Background: an optimization exercise with open tools, aiming at small area. Do not read the settings as production practice.
Only simulation tests tie the RTL to the original design; equivalence was not proved.
Power figures rest on the tool's default switching activity, not on a simulated workload.

<file path="flow/flow/run.sh">
#!/bin/bash
# Standard synthesis unchanged, then the standard ORFS layout steps with a
# few knobs changed: smaller buffers for repair (the largest are left out,
# as are the larger sizes of the simple gates that drive the wide select and
# write-data nets, so repair buffers them instead),
# no dummy loads in the clock tree, buf_2 port buffers, and a lower setup
# margin of 0.25 ns, small clock-tree clusters and 5% slew and capacitance margins.  Each make run's full output goes to its own log file here.
set -uo pipefail
bash standard.sh synth > flow_synth.log 2>&1 || exit 1
DU="sky130_fd_sc_hd__probe_p_8 sky130_fd_sc_hd__probec_p_8 sky130_fd_sc_hd__lpflow_bleeder_1 sky130_fd_sc_hd__lpflow_clkbufkapwr_1 sky130_fd_sc_hd__lpflow_clkbufkapwr_16 sky130_fd_sc_hd__lpflow_clkbufkapwr_2 sky130_fd_sc_hd__lpflow_clkbufkapwr_4 sky130_fd_sc_hd__lpflow_clkbufkapwr_8 sky130_fd_sc_hd__lpflow_clkinvkapwr_1 sky130_fd_sc_hd__lpflow_clkinvkapwr_16 sky130_fd_sc_hd__lpflow_clkinvkapwr_2 sky130_fd_sc_hd__lpflow_clkinvkapwr_4 sky130_fd_sc_hd__lpflow_clkinvkapwr_8 sky130_fd_sc_hd__lpflow_decapkapwr_12 sky130_fd_sc_hd__lpflow_decapkapwr_3 sky130_fd_sc_hd__lpflow_decapkapwr_4 sky130_fd_sc_hd__lpflow_decapkapwr_6 sky130_fd_sc_hd__lpflow_decapkapwr_8 sky130_fd_sc_hd__lpflow_inputiso0n_1 sky130_fd_sc_hd__lpflow_inputiso0p_1 sky130_fd_sc_hd__lpflow_inputiso1n_1 sky130_fd_sc_hd__lpflow_inputiso1p_1 sky130_fd_sc_hd__lpflow_inputisolatch_1 sky130_fd_sc_hd__lpflow_isobufsrc_1 sky130_fd_sc_hd__lpflow_isobufsrc_16 sky130_fd_sc_hd__lpflow_isobufsrc_2 sky130_fd_sc_hd__lpflow_isobufsrc_4 sky130_fd_sc_hd__lpflow_isobufsrc_8 sky130_fd_sc_hd__lpflow_isobufsrckapwr_16 sky130_fd_sc_hd__lpflow_lsbuf_lh_hl_isowell_tap_1 sky130_fd_sc_hd__lpflow_lsbuf_lh_hl_isowell_tap_2 sky130_fd_sc_hd__lpflow_lsbuf_lh_hl_isowell_tap_4 sky130_fd_sc_hd__lpflow_lsbuf_lh_isowell_4 sky130_fd_sc_hd__lpflow_lsbuf_lh_isowell_tap_1 sky130_fd_sc_hd__lpflow_lsbuf_lh_isowell_tap_2 sky130_fd_sc_hd__lpflow_lsbuf_lh_isowell_tap_4 "
DU="$DU sky130_fd_sc_hd__buf_8 sky130_fd_sc_hd__buf_12 sky130_fd_sc_hd__buf_16"
DU="$DU sky130_fd_sc_hd__bufbuf_8 sky130_fd_sc_hd__bufbuf_16 sky130_fd_sc_hd__bufinv_8 sky130_fd_sc_hd__bufinv_16"
DU="$DU sky130_fd_sc_hd__inv_8 sky130_fd_sc_hd__inv_12 sky130_fd_sc_hd__inv_16 sky130_fd_sc_hd__clkinv_8 sky130_fd_sc_hd__clkinv_16"
DU="$DU sky130_fd_sc_hd__clkbuf_16"
DU="$DU sky130_fd_sc_hd__xor2_2 sky130_fd_sc_hd__xor2_4 sky130_fd_sc_hd__xnor2_2 sky130_fd_sc_hd__xnor2_4"
DU="$DU sky130_fd_sc_hd__nor2_2 sky130_fd_sc_hd__nor2_4 sky130_fd_sc_hd__nand2_2 sky130_fd_sc_hd__nand2_4 sky130_fd_sc_hd__nor2b_2 sky130_fd_sc_hd__nor2b_4"
DU="$DU sky130_fd_sc_hd__and4_2 sky130_fd_sc_hd__and4_4 sky130_fd_sc_hd__nor3_2 sky130_fd_sc_hd__nor3_4"
bash standard.sh \
  "DONT_USE_CELLS=$DU" \
  SETUP_SLACK_MARGIN=0.25 \
  SLEW_MARGIN=5 CAP_MARGIN=5 \
  REMOVE_ABC_BUFFERS=1 \
  "BUFFER_PORTS_ARGS=-buffer_cell sky130_fd_sc_hd__buf_2" \
  "CTS_ARGS=-sink_clustering_enable -repair_clock_nets -dont_use_dummy_load -buf_list sky130_fd_sc_hd__clkbuf_8 -sink_clustering_size 14 -sink_clustering_max_diameter 50" \
  finish > flow_make.log 2>&1
</file>
<file path="flow/standard.sh">
#!/bin/bash
# synth_recipe.tcl (not shown) runs the flow's synth.tcl, then flattens the netlist and writes it again
# the make line also repeats each setting of config.mk as NAME=value (left out here)
make -C /OpenROAD-flow-scripts/flow DESIGN_CONFIG=/design/flow/config.mk WORK_HOME=/design/flow/orfs CLKGATE_MAP_FILE= SYNTH_SCRIPT=/design/flow/synth_recipe.tcl "${@:-finish}"
</file>
<file path="flow/config.mk">
export PLATFORM = sky130hd
export DESIGN_NAME = regfile
export DESIGN_NICKNAME = regfile
export VERILOG_FILES = /design/flow/design.v
export SDC_FILE = /design/flow/constraint.sdc
export NUM_CORES = 4
export LEC_CHECK = 0
export CAP_MARGIN = 5
export CORE_MARGIN = 2
export CORE_UTILIZATION = 40
export SETUP_SLACK_MARGIN = 0.25
export SLEW_MARGIN = 5
export SYNTH_HIERARCHICAL = 1
</file>
<file path="flow/constraint.sdc">
create_clock -name core_clock -period 6.0 [get_ports {clk}]
set_input_delay 1.2000 -clock core_clock [delete_from_list [all_inputs] [get_ports {clk}]]
set_output_delay 1.2000 -clock core_clock [all_outputs]
set_load 0.01 [all_outputs]
</file>
<file path="flow/design.v">
package rv32_pkg;
    localparam int XLEN   = 32;
    localparam int REG_AW = 5;
    localparam logic [REG_AW-1:0] REG_ZERO = 5'd0;
    typedef logic [XLEN-1:0]   word_t;
    typedef logic [REG_AW-1:0] reg_idx_t;
endpackage
module regfile_read_port
#(
    parameter int XLEN   = rv32_pkg::XLEN,
    parameter int AW     = rv32_pkg::REG_AW,
    parameter bit BYPASS = 1'b1
) (
    input  logic                       rst_n,
    input  logic [XLEN*(2**AW)-1:0]    store,
    input  logic [2**AW-1:0]           valid,
    input  logic [2**AW-1:0]           wsel_n,
    input  logic                       p,
    input  logic [XLEN-1:0]            wn,
    input  logic                       we,
    input  logic [AW-1:0]              rd_addr,
    input  logic [AW-1:0]              rs_addr,
    output logic [XLEN-1:0]            rs_data
);
    localparam int NREG = 2**AW;
    localparam int NGRP = (NREG - 2) / 3;    
    logic            hit;
    logic [NREG-1:0] sel;
    logic            pq;
    assign hit = BYPASS && rst_n && we &&
                 (rd_addr != '0) &&
                 (rd_addr == rs_addr);
    assign sel[0] = hit;
    for (genvar i = 1; i < NREG; i++) begin : g_sel
        assign sel[i] = (rs_addr == AW'(i)) && valid[i] && wsel_n[i];
    end
    assign pq = p && (hit || valid[rs_addr]);
    for (genvar j = 0; j < XLEN; j++) begin : g_bit
        logic [NREG-1:0] t;
        logic [NGRP-1:0] y;
        logic [2:0]      po;
        logic            y89;
        logic            any;
        assign t[0] = wn[j];
        for (genvar i = 1; i < NREG; i++) begin : g_t
            assign t[i] = store[i*XLEN + j];
        end
        for (genvar g = 0; g < NGRP; g++) begin : g_grp
            rf_aoi222 u_a (
                .a0 (sel[3*g+1]), .b0 (t[3*g+1]),
                .a1 (sel[3*g+2]), .b1 (t[3*g+2]),
                .a2 (sel[3*g+3]), .b2 (t[3*g+3]),
                .y  (y[g])
            );
        end
        rf_nand4 u_p0 (.a(y[0]), .b(y[1]), .c(y[2]), .d(y[3]), .y(po[0]));
        rf_nand4 u_p1 (.a(y[4]), .b(y[5]), .c(y[6]), .d(y[7]), .y(po[1]));
        rf_nand2 u_p2 (.a(y[8]), .b(y[9]), .y(y89));
        rf_ao221 u_p3 (
            .a0 (sel[NREG-1]), .b0 (t[NREG-1]),
            .a1 (sel[0]),      .b1 (t[0]),
            .c  (y89),
            .y  (po[2])
        );
        rf_or3  u_o  (.a(po[0]), .b(po[1]), .c(po[2]), .y(any));
        rf_xor2 u_x  (.a(any), .b(pq), .y(rs_data[j]));
    end
endmodule
module rf_aoi222 (
    input  logic a0, b0, a1, b1, a2, b2,
    output logic y
);
    assign y = ~((a0 & b0) | (a1 & b1) | (a2 & b2));
endmodule
module rf_nand4 (
    input  logic a, b, c, d,
    output logic y
);
    assign y = ~(a & b & c & d);
endmodule
module rf_nand2 (
    input  logic a, b,
    output logic y
);
    assign y = ~(a & b);
endmodule
module rf_ao221 (
    input  logic a0, b0, a1, b1, c,
    output logic y
);
    assign y = (a0 & b0) | (a1 & b1) | c;
endmodule
module rf_or3 (
    input  logic a, b, c,
    output logic y
);
    assign y = a | b | c;
endmodule
module rf_xor2 (
    input  logic a, b,
    output logic y
);
    assign y = a ^ b;
endmodule
module regfile
#(
    parameter int XLEN   = rv32_pkg::XLEN,
    parameter int AW     = rv32_pkg::REG_AW,
    parameter bit BYPASS = 1'b1
) (
    input  logic            clk,
    input  logic            rst_n,
    input  logic [AW-1:0]   rs1_addr,
    input  logic [AW-1:0]   rs2_addr,
    output logic [XLEN-1:0] rs1_data,
    output logic [XLEN-1:0] rs2_data,
    input  logic            we,
    input  logic [AW-1:0]   rd_addr,
    input  logic [XLEN-1:0] rd_data
);
    localparam int NREG = 2**AW;
    logic                 p;
    logic [XLEN-1:0]      wn;
    logic [XLEN*NREG-1:0] store;
    logic [NREG-1:0]      valid;
    logic [NREG-1:0]      wsel_n;
    always_ff @(posedge clk or negedge rst_n) begin
        if (!rst_n)
            p <= 1'b0;
        else
            p <= ~p;
    end
    assign wn = rd_data ^ {XLEN{p}};
    assign store[XLEN-1:0] = '0;
    assign valid[0] = 1'b0;
    assign wsel_n[0] = 1'b1;
    for (genvar i = 1; i < NREG; i++) begin : g_reg
        logic [XLEN-1:0] s;
        logic [XLEN-1:0] d;
        logic            v;
        logic            wen;
        logic            wen_n;
        assign wen   = we && (rd_addr == AW'(i));
        assign wen_n = ~wen;
        always_ff @(posedge clk or negedge rst_n) begin
            if (!rst_n)
                v <= 1'b0;
            else if (wen)
                v <= 1'b1;
        end
        for (genvar j = 0; j < XLEN; j++) begin : g_bit
            rf_wcell u_w (
                .wen   (wen),
                .wen_n (wen_n),
                .wn    (wn[j]),
                .s     (s[j]),
                .d     (d[j])
            );
        end
        always_ff @(posedge clk)
            s <= d;
        assign store[i*XLEN +: XLEN] = s;
        assign valid[i] = v;
        assign wsel_n[i] = wen_n;
    end
    regfile_read_port #(
        .XLEN   (XLEN),
        .AW     (AW),
        .BYPASS (BYPASS)
    ) u_rs1 (
        .rst_n   (rst_n),
        .store   (store),
        .valid   (valid),
        .wsel_n  (wsel_n),
        .p       (p),
        .wn      (wn),
        .we      (we),
        .rd_addr (rd_addr),
        .rs_addr (rs1_addr),
        .rs_data (rs1_data)
    );
    regfile_read_port #(
        .XLEN   (XLEN),
        .AW     (AW),
        .BYPASS (BYPASS)
    ) u_rs2 (
        .rst_n   (rst_n),
        .store   (store),
        .valid   (valid),
        .wsel_n  (wsel_n),
        .p       (p),
        .wn      (wn),
        .we      (we),
        .rd_addr (rd_addr),
        .rs_addr (rs2_addr),
        .rs_data (rs2_data)
    );
endmodule
module rf_wcell (
    input  logic wen,
    input  logic wen_n,
    input  logic wn,
    input  logic s,
    output logic d
);
    assign d = ~((wen_n | wn) & (wen | s));
endmodule
</file>
==> results of run 1 <==
-- report_power, final --
part / switching, µW / internal (µW)
clock: 2370 / 1590
sequential: 1340 / 8460
combinational: 1430 / 1170
total: 5140 / 11200
-- worst max-delay path, cell delays in order --
cell,delay [ps]
buf_2,220
nor2b_1,200
buf_4,160
buf_4,170
nand2_1,290
and4_1,320
buf_4,290
a222oi_1,420
nand4_1,410
or3_1,500
xor2_1,250
buf_2,190
-- worst min-delay path by stage --
stage / start / end / slack, ps / cells past startpoint
floorplan: g_reg[11].s[0] / g_reg[11].s[0] / 440 / 1
global placement: g_reg[23].s[21] / g_reg[23].s[21] / 450 / 1
detailed placement: g_reg[19].s[3] / g_reg[19].s[3] / 460 / 1
CTS: g_reg[23].s[21] / g_reg[23].s[21] / 470 / 1
global route: g_reg[22].s[2] / g_reg[22].s[2] / 490 / 1
finish: g_reg[17].s[6] / g_reg[17].s[6] / 470 / 1
-- per-stage QoR --
step	hold WS (ps)	TNS (ps)	area, µm²	total power (µW)	setup slack, ps
after floorplan	441	-58450	38300	11100	-913
after global placement	448	0	42000	12300	124
after detailed placement	459	0	42000	12400	122
after CTS	474	0	43500	16200	259
after global routing	487	0	43800	16900	132
final	472	0	43800	16400	149
-- what timing repair did --
action	CTS	global route
gates resized for setup	1	15
setup buffers	5	43
gates cloned	0	1
pin swaps	2	22
endpoints found under the setup margin	23	50
-- metal layers --
metal	vias to the layer above	track usage	part of all wire
met1	20064	0.499	0.37
met4	6	0.237	0.077
met5	-	0	0.00015
li1	16717	-	-
met2	4068	0.519	0.39
met3	783	0.140	0.17
-- flip-flops by register name, indices dropped and copies added, names as in the netlist --
signal / count
g.s: 992
p: 1
g.v: 31
-- layout by cell type (no fill, tap or decap), drive strengths merged, types with 2 or more instances in the layout --
cell,count
o22ai,992
dfrtp,32
nor2,62
a21oi,2
nand2b,2
o2111ai,4
dfxtp,992
nand4bb,3
nand3,30
conb,2
o21ai,2
xor2,96
and2,3
nor3b,2
a221o,64
a222oi,640
nand4b,3
xnor2,8
or3,64
nand4,129
mux4,16
nor4,2
a22o,2
nor2b,16
mux2i,2
buf,437
a211o,2
and4,32
mux2,2
nor3,10
nand2,116
clkbuf,112
and4b,3
a21o,31
nor4bb,3
inv,3
diode,8
-- final cells by class --
cell class / instances / area [µm²]
Timing Repair Buffer: 441 / 2410
Multi-Input combinational cell: 2348 / 17600
Tap cell: 1265 / 1580
Antenna cell: 8 / 20.0
Sequential cell: 1024 / 20700
Inverter: 3 / 11.3
Clock buffer: 108 / 1490
Fill cell: 8999 / 51300
==> flow_summary.ini, run 1 <==
[timing]
fmax_mhz = 171
drv_slew = 0
slew_headroom = 0.0339
min_period_ps = 5850
finalSetupViolCount = 0
finalClockSkew_ps = 117
final_hold_viol_count = 0
fin_crit_sh = 0.975
grt_setup_unrepaired = yes
worst_slew_pin_slew_ps = 1440

[outcome]
run_status = finished clean

[finish]
area_growth_pct = 13.9
fin_util = 0.460
fin_nets = 3976
drive_gt1_frac = 0.145
fin_cells = 5197

[setup_path]
crit_required_ps = 4800
timing.rr.end = g_reg[7].s[28]
r2r_slack_ps = 2950
crit_path_start = rd_addr[0]
cp-endpoint = rs1_data[26]
crit_arrival_ps = 4650
startpoint_type = primary input
end_kind = primary output
reg2reg_from = p
critPathMaxFanout = 32
critical_path_class = primary input to primary output
reg2reg_depth = 3

[global_routing]
track_usage = 0.378
grt_start_max_net_pins = 36
grt-ovfl-total = 0
grt_pass1_vias = 38256
grt_pass1_wl_um = 275000
antenna_found_initial = 16

[floorplanning]
dieHeight_um = 314
io_pins = 114
die_x_um = 314
core-area_um2 = 95200
std_cell_rows = 113
start_util = 0.404
die-area_um2 = 98600

[power]
power_leakage_uw = 0.0166
power_density_nw_per_um2 = 373
ir_drop_v = 0.000159

[placement]
portBuffers = 113
place_hpwl_um = 122000
dp.cells = 5032
globalplace.congestion = 0.966

[clock_tree]
clock-sinks = 1024
path_clk_slew_ps = 50
cts_tree = yes
ctsHoldBuffers = 0
cts-buffers-inserted = 108
clock_path_buffers = 3
worstSkewPairLatency_ps = 830
cts-root-buf = clkbuf_8
h-tree-depth = 3

[drt]
wirelength_um = 197000
drtPass1Iterations = 14
wire_per_inst_um = 37.9
antenna_left = 0
routed_via_density = 8.01
drt_iter0_drc = 9996
route.detailed.drc = 0
vias = 41638

[synth]
syn_area_um2 = 38500
yosysWarnings = 7
syn_avg_cell_area_um2 = 11.3
netlist_instances = 3410

[worst_hold_path]
hold_path_class = flop to flop

[run]
maxCapViolCount = 0
==> inputs of run 2 (changes only) <==
--- a/flow/flow/run.sh
+++ b/flow/flow/run.sh
@@ -21,5 +21,5 @@
   SLEW_MARGIN=5 CAP_MARGIN=5 \
   REMOVE_ABC_BUFFERS=1 \
   "BUFFER_PORTS_ARGS=-buffer_cell sky130_fd_sc_hd__buf_2" \
-  "CTS_ARGS=-sink_clustering_enable -repair_clock_nets -dont_use_dummy_load -buf_list sky130_fd_sc_hd__clkbuf_8 -sink_clustering_size 14 -sink_clustering_max_diameter 50" \
+  "CTS_ARGS=-sink_clustering_enable -repair_clock_nets -dont_use_dummy_load -buf_list sky130_fd_sc_hd__clkbuf_4 -sink_clustering_size 10 -sink_clustering_max_diameter 40" \
   finish > flow_make.log 2>&1
==> run 2 against run 1 <==
Area after synthesis did not move. Global-route usage rose by 0.22 points. Cell count rose by 0.90%. Setup slack improved by 37 ps. Total power fell by 3.1%. Utilization fell by 0.33 points. Non-clock buffer count rose by 10.
==> flow_summary.ini, run 2 <==
[timing]
fmax_mhz = 172
fin_crit_sh = 0.969
finalClockSkew_ps = 109
worst_slew_pin_slew_ps = 1420
final_hold_viol_count = 0
fin_hold_ws_ps = 354
tns_ps = 0
finalSetupViolCount = 0
min_period_ps = 5810
drv_slew = 0
slew_headroom = 0.0526
grt_setup_unrepaired = no

[drt]
antenna_left = 0
vias = 42153
drt_iter0_drc = 9955
wire_per_inst_um = 37.8
drtPass1Iterations = 13
wirelength_um = 198000
routed_via_density = 8.04
route.detailed.drc = 0

[setup_path]
crit_family = simple AND/OR/NAND/NOR gates
end_kind = primary output
critPathMaxFanout = 18
cpMostUsedCell = buf_2
cp_num_buf_inv = 3
crit_arrival_ps = 4610
cp_cell_sequence = clkbuf_4 -> and4b_1 -> nand2_1 -> and4_1 -> buf_2 -> a222oi_1 -> nand4_1 -> or3_4 -> xor2_1 -> buf_2
crit_required_ps = 4800
cp_slowest_stage_delay_ps = 630
r2r_slack_ps = 2900
slowest_stage = nand4_1
startpoint_type = primary input
critical_path_class = primary input to primary output

[synth]
netlist_instances = 3410
syn_avg_cell_area_um2 = 11.3
yosysWarnings = 7
syn_area_um2 = 38500

[power]
power_density_nw_per_um2 = 365
power.total_uw = 15900
power_leakage_uw = 0.0166
ir_drop_v = 0.000196

[finish]
most-common-layout-cells = 992 x o22ai_1, 992 x dfxtp_1, 640 x a222oi_1, 366 x buf_2, 149 x clkbuf_4
area_growth_pct = 13.1
fin_nets = 4022
drive_gt1_frac = 0.156
reg.largest.list = g.s: 992 flops, g.v: 31 flops, p: 1 flops
largest-register = g.s
largest_reg_flops = 992

[global_routing]
grt-ovfl-total = 0
grt.met2_usage = 0.519
grt_pass1_vias = 38593
met3_usage = 0.156
grt_start_max_net_pins = 36
antenna_found_initial = 10
grtUsageMet1 = 0.493
track_usage = 0.381
busiest_layer = met2
grt_pass1_wl_um = 276000

[floorplanning]
die-area_um2 = 98600
start_util = 0.404
die_x_um = 314
std_cell_rows = 113
core-area_um2 = 95200
io_pins = 114
dieHeight_um = 314

[clock_tree]
clock-sinks = 1024
cts-root-buf = clkbuf_4
path_clk_slew_ps = 70
cts-buffers-inserted = 144
cts_tree = yes
clock_path_buffers = 3
h-tree-depth = 4
worstSkewPairLatency_ps = 1140

[placement]
place_hpwl_um = 122000
portBuffers = 113
globalplace.congestion = 0.966

[outcome]
run_status = finished clean

[run]
maxCapViolCount = 0

[worst_hold_path]
hold_path_class = primary input to async pin
run 2: cell count changes in the layout (fill, tap and decap cells not counted), moves of 3 or more:
cell,previous run,this run
clkbuf_4,4,149
clkbuf_8,108,0
buf_2,361,366
buf_6,1,4
run 2: worst reg2reg max path: stages, from the launching register on:
cell and delay, ps:
dfrtp_2 940, xor2_1 1030, buf_2 730, o22ai_1 230
run 2: worst paths after layout:
path / cells past startpoint / endpoint / start
min reg2reg: 1 / g_reg[1].s[25] / g_reg[1].s[25]
max in group asynchronous: 2 / p / rst_n
min in group core_clock: 1 / g_reg[1].s[25] / g_reg[1].s[25]
max reg2reg: 3 / g_reg[2].s[20] / p
min: 2 / g_reg[25].v / rst_n
max: 10 / rs1_data[31] / rd_addr[4]
run 2: final cells by class:
cell class,count,area [µm²]
Fill cell,9076,51700
Timing Repair Buffer,451,2480
Inverter,3,11.3
Multi-Input combinational cell,2348,17700
Sequential cell,1024,20700
Clock buffer,144,1080
Tap cell,1265,1580
Antenna cell,9,22.5
run 2: through the flow:
step / worst slack (ps) / utilization / std cells / cell area, µm²
3_5_place_dp: 122 / 0.441 / 5032 / 42000
6_report: 186 / 0.457 / 5244 / 43500
5_1_grt: 257 / 0.457 / 5237 / 43500
2_1_floorplan: -913 / - / 3374 / 38300
3_3_place_gp: 124 / 0.441 / 5031 / 42000
4_1_cts: 259 / 0.453 / 5181 / 43100
run 2: what timing repair did:
action	in CTS	in global routing
endpoints found under the setup margin	23	51
hold buffers	0	0
buffers inserted	5	53
pin swaps	2	23
cloned	0	1
gates resized for setup	1	29
run 2: routing by layer:
metal	wire [µm]	vias to the layer above
li1	-	16897
met5	19	-
met1	71200	20237
met2	77800	4240
met3	34300	777
met4	15100	2
run 2: power by group:
| part | switching, µW | total [µW] | leakage, µW | internal [µW] |
|---|---|---|---|---|
| clock | 2350 | 3450 | 0.000663 | 1100 |
| sequential | 1340 | 9800 | 0.00888 | 8460 |
| combinational | 1440 | 2610 | 0.00705 | 1170 |

afterwards: timing with drivers on the ports:
No port has a modelled driver above. Below, the same layouts with a new extraction and two added sets of constraints. Step 1 assumes that a clkbuf_16 drives the clock port and a buf_2 every other input. Step 2 times the ports against the registers' clock, not the clock port: input delays grow and output delays shrink by t, the midpoint of the rising clock arrivals with the driver on. a / b / c = ideal / step 1 / step 2; a / b = the first two.
| run | shift t [ns] | setup WS [ns] | worst setup path at the end | clock arrival spread, ns | slew at the worst register clock pin (ns) |
|---|---|---|---|---|---|
| run 1 | 0.842 | 0.149 / 0.123 / 0.123 | input to output | 0.124 / 0.124 | 0.10 / 0.10 |
| run 2 | 1.128 | 0.186 / 0.155 / 0.155 | input to output | 0.151 / 0.150 | 0.12 / 0.12 |
After both steps setup and hold are still met in every run listed. For run 2, which loses most, drivers alone change the setup slack by -0.031 ns; drivers and shift together by -0.031 ns.
